What follows belongs to an exercise in optimizing a design on an open flow for small area; a production flow would make more cautious choices.
Only simulation tests tie the RTL to the original design; equivalence was not proved.
Power figures rest on the tool's default switching activity, not on a simulated workload.

## checksum_packet_sync_top
module checksum_packet_sync_top #(
  parameter int unsigned WORDS_PER_PACKET = 6
) (
  input  wire logic                        clk_i,
  input  wire logic                        rst_ni,
  input  wire logic                        in_valid_i,
  output logic                             in_stall_o,
  input  wire logic [cps_pkg::BYTE_W-1:0]  in_byte_i,
  output logic                             out_valid_o,
  input  wire logic                        out_stall_i,
  output logic [cps_pkg::WORD_W-1:0]       word_0_o,
  output logic [cps_pkg::WORD_W-1:0]       word_1_o,
  output logic [cps_pkg::WORD_W-1:0]       word_2_o,
  output logic [cps_pkg::WORD_W-1:0]       word_3_o,
  output logic [cps_pkg::WORD_W-1:0]       word_4_o
);
Size: about 480 cells after synthesis, ~170 I/O pins, about 0.0086 mm² of cells after synthesis.
Settings: LEC_CHECK=0, ABC_AREA=0, CAP_MARGIN=20, CORE_MARGIN=2, CORE_UTILIZATION=70, CTS_BUF_LIST=sky130_fd_sc_hd__clkbuf_8, CTS_CLUSTER_DIAMETER=60, CTS_CLUSTER_SIZE=20, SLEW_MARGIN=20; clock period 6.0 ns.
standard.sh (not shown) runs the stock make flow with config.mk's settings and CLKGATE_MAP_FILE= SYNTH_SCRIPT=/design/flow/synth_recipe.tcl, a recipe that flattens the netlist after the stock synthesis.
==> flow/flow/run.sh <==
#!/bin/bash
# The standard synthesis, then the standard layout steps with these changes:
#  - inverters moved across full adders, XOR gates and half adders (flow/polarity.py), which removes most of
#    the inverters that synthesis leaves between adders; a Yosys equivalence proof with
#    the registers paired by name must pass, or the standard netlist is kept;
#  - port buffers made from the smallest buffer cell (every port still gets one);
#  - the largest buffers and inverters kept out of placement and timing repair;
#  - clock tree synthesis without dummy loads.
# Each step's output goes to a log of its own here; ORFS's own logs are under orfs/logs.
set -euo pipefail
bash standard.sh synth > synth.log 2>&1

res=orfs/results/sky130hd/checksum_packet_sync_top/base
lib="$FLOW_HOME/platforms/sky130hd/lib/sky130_fd_sc_hd__tt_025C_1v80.lib"
cp "$res/1_2_yosys.v" synth_standard.v
if python3 flow/polarity.py synth_standard.v synth_polarity.v > polarity.log 2>&1; then
  cat > equiv.ys <<EOY
read_liberty -ignore_miss_func $lib
read_verilog synth_standard.v
rename $FLOW_TOP gold
read_verilog synth_polarity.v
rename $FLOW_TOP gate
flatten
async2sync
rename -hide w:*.*
rename -hide w:_*_
rename -hide w:_pol*
opt_clean
equiv_make gold gate eq
hierarchy -top eq
equiv_simple
equiv_induct
equiv_status -assert
EOY
  yosys_bin="$FLOW_HOME/../tools/install/yosys/bin/yosys"
  [[ -x "$yosys_bin" ]] || yosys_bin=yosys
  if "$yosys_bin" -q -l equiv.log equiv.ys > equiv.out 2>&1; then
    cp synth_polarity.v "$res/1_2_yosys.v"
    rm -f "$res/1_synth.odb" "$res/1_synth.sdc"
    echo "using the netlist with moved inverters" >> polarity.log
  else
    echo "equivalence not proven: keeping the standard netlist" >> polarity.log
  fi
fi

plat=$(sed -n '/^export DONT_USE_CELLS/,/^#/p' "$FLOW_HOME/platforms/sky130hd/config.mk" \
  | grep -o 'sky130_fd_sc_hd__[a-z0-9_]*' | tr '\n' ' ')
big="sky130_fd_sc_hd__buf_12 sky130_fd_sc_hd__buf_16 sky130_fd_sc_hd__buf_8 sky130_fd_sc_hd__buf_6
  sky130_fd_sc_hd__bufinv_8 sky130_fd_sc_hd__bufinv_16 sky130_fd_sc_hd__inv_6 sky130_fd_sc_hd__inv_8
  sky130_fd_sc_hd__inv_12 sky130_fd_sc_hd__inv_16 sky130_fd_sc_hd__clkinv_8 sky130_fd_sc_hd__clkinv_16
  sky130_fd_sc_hd__clkbuf_16 sky130_fd_sc_hd__bufbuf_8 sky130_fd_sc_hd__bufbuf_16"
cts="-sink_clustering_enable -repair_clock_nets -sink_clustering_size 20"
cts="$cts -sink_clustering_max_diameter 60 -buf_list sky130_fd_sc_hd__clkbuf_8 -dont_use_dummy_load"
bash standard.sh "DONT_USE_CELLS=$plat $(echo $big)" \
  BUFFER_PORTS_ARGS="-buffer_cell sky130_fd_sc_hd__buf_1" CTS_ARGS="$cts" finish > layout.log 2>&1
Other scripts of this flow, unchanged in this note and not shown: flow/flow/polarity.py
The starting point went through all stages and came out clean.
Then changed:
--- a/flow/config.mk
+++ b/flow/config.mk
@@ -10,3 +10,3 @@
 export CORE_MARGIN = 2
-export CORE_UTILIZATION = 70
+export CORE_UTILIZATION = 50
 export CTS_BUF_LIST = sky130_fd_sc_hd__clkbuf_8
Result:
- clock-buffer cell count does not change
- power came out higher by 0.59%
- flip-flop and latch count is unchanged
Then changed:
--- a/flow/config.mk
+++ b/flow/config.mk
@@ -10,3 +10,3 @@
 export CORE_MARGIN = 2
-export CORE_UTILIZATION = 50
+export CORE_UTILIZATION = 80
 export CTS_BUF_LIST = sky130_fd_sc_hd__clkbuf_8
The changed run passed the timing, DRC and antenna checks.
Utilization increases by 31 points.
Maximum frequency drops by 1.5%.
Worst hold slack is about the same.
Cell area shrinks by 0.54%.
Via count goes up by 4.9%.
Die area went down by 37%.
Routed wire length increases by 2.0%.
Then changed:
--- a/flow/flow/run.sh
+++ b/flow/flow/run.sh
@@ -51,4 +51,4 @@
   sky130_fd_sc_hd__clkbuf_16 sky130_fd_sc_hd__bufbuf_8 sky130_fd_sc_hd__bufbuf_16"
-cts="-sink_clustering_enable -repair_clock_nets -sink_clustering_size 20"
-cts="$cts -sink_clustering_max_diameter 60 -buf_list sky130_fd_sc_hd__clkbuf_8 -dont_use_dummy_load"
+cts="-sink_clustering_enable -repair_clock_nets -sink_clustering_size 30"
+cts="$cts -sink_clustering_max_diameter 50 -buf_list sky130_fd_sc_hd__clkbuf_8 -dont_use_dummy_load"
 bash standard.sh "DONT_USE_CELLS=$plat $(echo $big)" \
What happened: Worst setup slack stays the same; sequential share of layout area stays the same; clock power stays flat; core utilization stays the same; sequential cell count is unchanged; total power stays the same; sequential power is about the same; wire length does not change.
Then changed:
--- a/flow/flow/run.sh
+++ b/flow/flow/run.sh
@@ -51,4 +51,4 @@
   sky130_fd_sc_hd__clkbuf_16 sky130_fd_sc_hd__bufbuf_8 sky130_fd_sc_hd__bufbuf_16"
-cts="-sink_clustering_enable -repair_clock_nets -sink_clustering_size 30"
-cts="$cts -sink_clustering_max_diameter 50 -buf_list sky130_fd_sc_hd__clkbuf_8 -dont_use_dummy_load"
+cts="-sink_clustering_enable -repair_clock_nets -sink_clustering_size 20"
+cts="$cts -sink_clustering_max_diameter 60 -buf_list sky130_fd_sc_hd__clkbuf_8 -dont_use_dummy_load"
 bash standard.sh "DONT_USE_CELLS=$plat $(echo $big)" \
--- a/flow/config.mk
+++ b/flow/config.mk
@@ -10,3 +10,3 @@
 export CORE_MARGIN = 2
-export CORE_UTILIZATION = 80
+export CORE_UTILIZATION = 60
 export CTS_BUF_LIST = sky130_fd_sc_hd__clkbuf_8
Effect: Die area came out higher by a quarter to a third; sequential share of layout area stays the same; non-clock buffer count shrinks by 11; synthesized area does not change; setup slack gains 0.016 ns; count of clock-buffer cells in the layout does not change; cell area does not change; sequential cell count is unchanged; utilization fell by 21 points; global-route usage fell by 7.2 points; power drops slightly.
Then changed:
--- a/flow/config.mk
+++ b/flow/config.mk
@@ -10,3 +10,3 @@
 export CORE_MARGIN = 2
-export CORE_UTILIZATION = 60
+export CORE_UTILIZATION = 88
 export CTS_BUF_LIST = sky130_fd_sc_hd__clkbuf_8
Result:
- power is higher by 2.1%
- design area is lower by 0.83%
- via count is higher by 3.4%
- global-route usage is higher by 11 points

Setup of north:
Another version of the RTL of checksum_packet_sync_top (not shown whole).
Size in the first run: ~540 cells after synthesis, about 170 I/O pins.
export LEC_CHECK = 0
export ABC_AREA = 0
export CAP_MARGIN = 20
export CORE_MARGIN = 2
export CORE_UTILIZATION = 80
export CTS_BUF_LIST = sky130_fd_sc_hd__clkbuf_8
export CTS_CLUSTER_DIAMETER = 60
export CTS_CLUSTER_SIZE = 20
export SLEW_MARGIN = 20
create_clock -name core_clock -period 6.0 [get_ports {clk_i}]
==> flow/flow/run.sh <==
#!/bin/bash
# The standard synthesis, then the standard layout steps with these changes:
#  - inverters moved across full adders (flow/polarity.py), which removes about half of
#    the inverters that synthesis leaves between adders; a Yosys equivalence proof with
#    the registers paired by name must pass, or the standard netlist is kept;
#  - port buffers made from the smallest buffer cell (every port still gets one);
#  - the largest buffers and inverters kept out of placement and timing repair;
#  - clock tree synthesis without dummy loads.
# Each step's output goes to a log of its own here; ORFS's own logs are under orfs/logs.
set -euo pipefail
bash standard.sh synth > synth.log 2>&1

res=orfs/results/sky130hd/checksum_packet_sync_top/base
lib="$FLOW_HOME/platforms/sky130hd/lib/sky130_fd_sc_hd__tt_025C_1v80.lib"
cp "$res/1_2_yosys.v" synth_standard.v
if python3 flow/polarity.py synth_standard.v synth_polarity.v > polarity.log 2>&1; then
  cat > equiv.ys <<EOY
read_liberty -ignore_miss_func $lib
read_verilog synth_standard.v
rename $FLOW_TOP gold
read_verilog synth_polarity.v
rename $FLOW_TOP gate
flatten
async2sync
rename -hide w:*.*
rename -hide w:_*_
rename -hide w:_pol*
opt_clean
equiv_make gold gate eq
hierarchy -top eq
equiv_simple
equiv_induct
equiv_status -assert
EOY
  yosys_bin="$FLOW_HOME/../tools/install/yosys/bin/yosys"
  [[ -x "$yosys_bin" ]] || yosys_bin=yosys
  if "$yosys_bin" -q -l equiv.log equiv.ys > equiv.out 2>&1; then
    cp synth_polarity.v "$res/1_2_yosys.v"
    rm -f "$res/1_synth.odb" "$res/1_synth.sdc"
    echo "using the netlist with moved inverters" >> polarity.log
  else
    echo "equivalence not proven: keeping the standard netlist" >> polarity.log
  fi
fi

plat=$(sed -n '/^export DONT_USE_CELLS/,/^#/p' "$FLOW_HOME/platforms/sky130hd/config.mk" \
  | grep -o 'sky130_fd_sc_hd__[a-z0-9_]*' | tr '\n' ' ')
big="sky130_fd_sc_hd__buf_12 sky130_fd_sc_hd__buf_16 sky130_fd_sc_hd__buf_8 sky130_fd_sc_hd__buf_6
  sky130_fd_sc_hd__bufinv_8 sky130_fd_sc_hd__bufinv_16 sky130_fd_sc_hd__inv_6 sky130_fd_sc_hd__inv_8
  sky130_fd_sc_hd__inv_12 sky130_fd_sc_hd__inv_16 sky130_fd_sc_hd__clkinv_8 sky130_fd_sc_hd__clkinv_16
  sky130_fd_sc_hd__clkbuf_16 sky130_fd_sc_hd__bufbuf_8 sky130_fd_sc_hd__bufbuf_16"
cts="-sink_clustering_enable -repair_clock_nets -sink_clustering_size 20"
cts="$cts -sink_clustering_max_diameter 60 -buf_list sky130_fd_sc_hd__clkbuf_8 -dont_use_dummy_load"
bash standard.sh "DONT_USE_CELLS=$plat $(echo $big)" \
  BUFFER_PORTS_ARGS="-buffer_cell sky130_fd_sc_hd__buf_1" CTS_ARGS="$cts" finish > layout.log 2>&1
==> flow/flow/polarity.py <==
#!/usr/bin/env python3
"""Move inverters across full adders in a flat Yosys netlist.

A full adder is self-dual: FA(~a, ~b, ~c) = (~sum, ~cout). So any full adder may be
"flipped": fed the complement of each input, it gives the complement of each output.
This script chooses which full adders to flip so that the fewest inverters are needed,
then rebuilds the inverters. The registers and every other cell stay as they are.

usage: polarity.py IN.v OUT.v
"""
import random
import re
import sys

INV = re.compile(r"sky130_fd_sc_hd__(inv|clkinv)_\d+$")
FA = re.compile(r"sky130_fd_sc_hd__fa_\d+$")
OUT_PINS = {"X", "Y", "Q", "Q_N", "SUM", "COUT", "GCLK", "HI", "LO"}

src = open(sys.argv[1]).read()
head, body = src.split(");", 1)  # module header ends at the first ");"
head += ");"
inst_re = re.compile(r"^  (sky130_fd_sc_hd__\w+) (\S+ ?)\s*\(\n(.*?)\n  \);\n", re.S | re.M)
pin_re = re.compile(r"^\s*\.(\w+)\((.*)\),?$")

cells = []  # [type, name, [(pin, net)], start, end]
for m in inst_re.finditer(body):
    pins = []
    for line in m.group(3).split("\n"):
        pm = pin_re.match(line)
        assert pm, line
        pins.append([pm.group(1), pm.group(2)])
    cells.append([m.group(1), m.group(2), pins, m.start(), m.end()])
rest = inst_re.sub("", body)
assert "assign" not in rest, "netlist has assign statements"

ports = set()
for decl in re.findall(r"^\s*(?:input|output)\s+(?:\[[^\]]*\]\s*)?(\S+);", head + body, re.M):
    ports.add(decl)

def is_port(net):
    base = net.split("[")[0].strip()
    return base in ports or net.strip() in ports

driver = {}
for i, c in enumerate(cells):
    for p, n in c[2]:
        if p in OUT_PINS:
            driver[n] = (i, p)

# inverters we may rebuild: output net not a port, input not constant
inv_ids = set()
for i, c in enumerate(cells):
    if INV.match(c[0]):
        pins = dict(c[2])
        if not is_port(pins["Y"]) and pins["A"] not in ("1'h0", "1'h1"):
            inv_ids.add(i)

def base_of(net):
    """(base net, polarity) following rebuildable inverters back."""
    pol = 0
    while net in driver and driver[net][0] in inv_ids:
        net = dict(cells[driver[net][0]][2])["A"]
        pol ^= 1
    return net, pol

fa_ids = [i for i, c in enumerate(cells) if FA.match(c[0])]
fa_index = {i: k for k, i in enumerate(fa_ids)}
# an adder driving a port net directly must not flip
fixed = set()
for i in fa_ids:
    for p, n in cells[i][2]:
        if p in OUT_PINS and is_port(n):
            fixed.add(i)

# loads: every input pin of a non-inverter cell (inverters are rebuilt)
loads = []  # (cell, pin index, base, pol)
for i, c in enumerate(cells):
    if i in inv_ids:
        continue
    for k, (p, n) in enumerate(c[2]):
        if p in OUT_PINS:
            continue
        b, pol = base_of(n)
        loads.append((i, k, b, pol))
for n in driver:
    if is_port(n) and driver[n][0] in inv_ids:
        sys.exit("port driven by a rebuilt inverter")

def base_flip(b, f):
    if b in driver:
        i = driver[b][0]
        if i in fa_index:
            return f[fa_index[i]]
    return 0

def cost(f):
    need = set()
    for i, k, b, pol in loads:
        fi = f[fa_index[i]] if i in fa_index else 0
        if pol ^ fi ^ base_flip(b, f):
            need.add(b)
    return len(need)

n = len(fa_ids)
best = [0] * n
best_c = cost(best)
orig_c = len(inv_ids)
rng = random.Random(1)
for restart in range(30):
    f = best[:] if restart == 0 else [rng.randint(0, 1) if fa_ids[j] not in fixed else 0 for j in range(n)]
    c = cost(f)
    improved = True
    while improved:
        improved = False
        for j in rng.sample(range(n), n):
            if fa_ids[j] in fixed:
                continue
            f[j] ^= 1
            c2 = cost(f)
            if c2 < c or (c2 == c and rng.random() < 0.1):
                if c2 < c:
                    improved = True
                c = c2
            else:
                f[j] ^= 1
    if c < best_c:
        best, best_c = f[:], c
print(f"inverters: {orig_c} before, {best_c} after; {sum(best)} of {n} full adders flipped",
      file=sys.stderr)

# rebuild
new_insts = []
new_wires = []
inv_net = {}
def inverted(b):
    if b not in inv_net:
        k = len(inv_net)
        name = f"_pol_n{k}_"
        inv_net[b] = name
        new_wires.append(f"  wire {name};\n")
        new_insts.append(
            f"  sky130_fd_sc_hd__inv_1 _pol_i{k}_ (\n    .A({b}),\n    .Y({name})\n  );\n")
    return inv_net[b]

for i, k, b, pol in loads:
    fi = best[fa_index[i]] if i in fa_index else 0
    cells[i][2][k][1] = inverted(b) if pol ^ fi ^ base_flip(b, best) else b

out = []
pos = 0
for i, c in enumerate(cells):
    out.append(body[pos:c[3]])
    pos = c[4]
    if i in inv_ids:
        continue
    pins = ",\n".join(f"    .{p}({nn})" for p, nn in c[2])
    out.append(f"  {c[0]} {c[1]}(\n{pins}\n  );\n")
tail = body[pos:]
idx = tail.rindex("endmodule")
text = head + "".join(out) + tail[:idx] + "".join(new_wires) + "".join(new_insts) + tail[idx:]
open(sys.argv[2], "w").write(text)
For south, these inputs were changed with respect to north:
--- a/flow/flow/run.sh
+++ b/flow/flow/run.sh
@@ -3 +3 @@
-#  - inverters moved across full adders (flow/polarity.py), which removes about half of
+#  - inverters moved across full adders and XOR gates (flow/polarity.py), which removes about half of
--- a/flow/flow/polarity.py
+++ b/flow/flow/polarity.py
@@ -2 +2 @@
-"""Move inverters across full adders in a flat Yosys netlist.
+"""Move inverters across full adders and XOR gates in a flat Yosys netlist.
@@ -6,2 +6,4 @@
-This script chooses which full adders to flip so that the fewest inverters are needed,
-then rebuilds the inverters. The registers and every other cell stay as they are.
+A two-input XOR gate absorbs an inverted input or output by becoming an XNOR gate of the
+same size, and the reverse. This script chooses which full adders and XOR/XNOR gates to
+flip so that the fewest inverters are needed, then rebuilds the inverters. The registers
+and every other cell stay as they are.
@@ -16,0 +19 @@
+XOR = re.compile(r"sky130_fd_sc_hd__(xor2|xnor2)_(\d+)$")
@@ -66 +69,2 @@
-fa_ids = [i for i, c in enumerate(cells) if FA.match(c[0])]
+fa_ids = [i for i, c in enumerate(cells) if FA.match(c[0]) or XOR.match(c[0])]
+xor_ids = set(i for i in fa_ids if XOR.match(cells[i][0]))
@@ -98,0 +103,2 @@
+        if i in xor_ids:
+            continue
@@ -128 +134 @@
-print(f"inverters: {orig_c} before, {best_c} after; {sum(best)} of {n} full adders flipped",
+print(f"inverters: {orig_c} before, {best_c} after; {sum(best)} of {n} full adders and XOR gates flipped",
@@ -144,0 +151 @@
+parity = {i: best[fa_index[i]] for i in xor_ids}
@@ -145,0 +153,4 @@
+    if i in xor_ids:
+        parity[i] ^= pol ^ base_flip(b, best)
+        cells[i][2][k][1] = b
+        continue
@@ -147,0 +159,9 @@
+for i, par in parity.items():
+    if par:
+        m = XOR.match(cells[i][0])
+        kind = "xnor2" if m.group(1) == "xor2" else "xor2"
+        cells[i][0] = f"sky130_fd_sc_hd__{kind}_{m.group(2)}"
+        out_pin = "Y" if kind == "xnor2" else "X"
+        for pin in cells[i][2]:
+            if pin[0] in ("X", "Y"):
+                pin[0] = out_pin
Notes after the runs:
In the flow results for south and north, the global-route usage is smaller on south. Die area: south vs north — no meaningful difference. south went all the way through synthesis, placement and routing and the layout is clean on timing, DRC and antenna. Changes observed in south relative to north: HPWL reported at the end of detailed placement went down by about 2%; first-iteration DRC count went up 3.

## afterwards: timing with drivers on the ports
The results above use ideal ports. As a check the final layouts listed here were re-extracted and re-timed, cells and wires unchanged. Step 1: set_driving_cell puts a clkbuf_16 on clk_i and a buf_2 on each other input, an assumption about the parent block. Step 2 times the ports against the registers' clock, not the clock port: input delays grow and output delays shrink by t, the midpoint of the rising clock arrivals with the driver on. Three values: no drivers, after step 1, after step 2; two values: the first two.
run	shift t [ns]	setup WS [ns]	slew at the worst register clock pin (ns)
the first run of note 1	0.489	1.161 / 1.161 / 0.920	0.10 / 0.10
the second run of note 1	0.474	1.115 / 1.115 / 0.905	0.09 / 0.09
the third run of note 1	0.470	1.041 / 1.041 / 0.809	0.09 / 0.09
the fourth run of note 1	0.470	1.041 / 1.041 / 0.809	0.09 / 0.09
the fifth run of note 1	0.473	1.056 / 1.056 / 0.812	0.10 / 0.10
the sixth run of note 1	0.471	1.238 / 1.238 / 1.017	0.09 / 0.09
north	0.477	0.803 / 0.803 / 0.627	0.09 / 0.09
south	0.475	0.735 / 0.735 / 0.560	0.09 / 0.09
After both steps setup and hold are still met in every run listed. The setup slack of the fifth run of note 1, which loses most, moves by 0.000 ns with the drivers and by -0.244 ns with both steps.
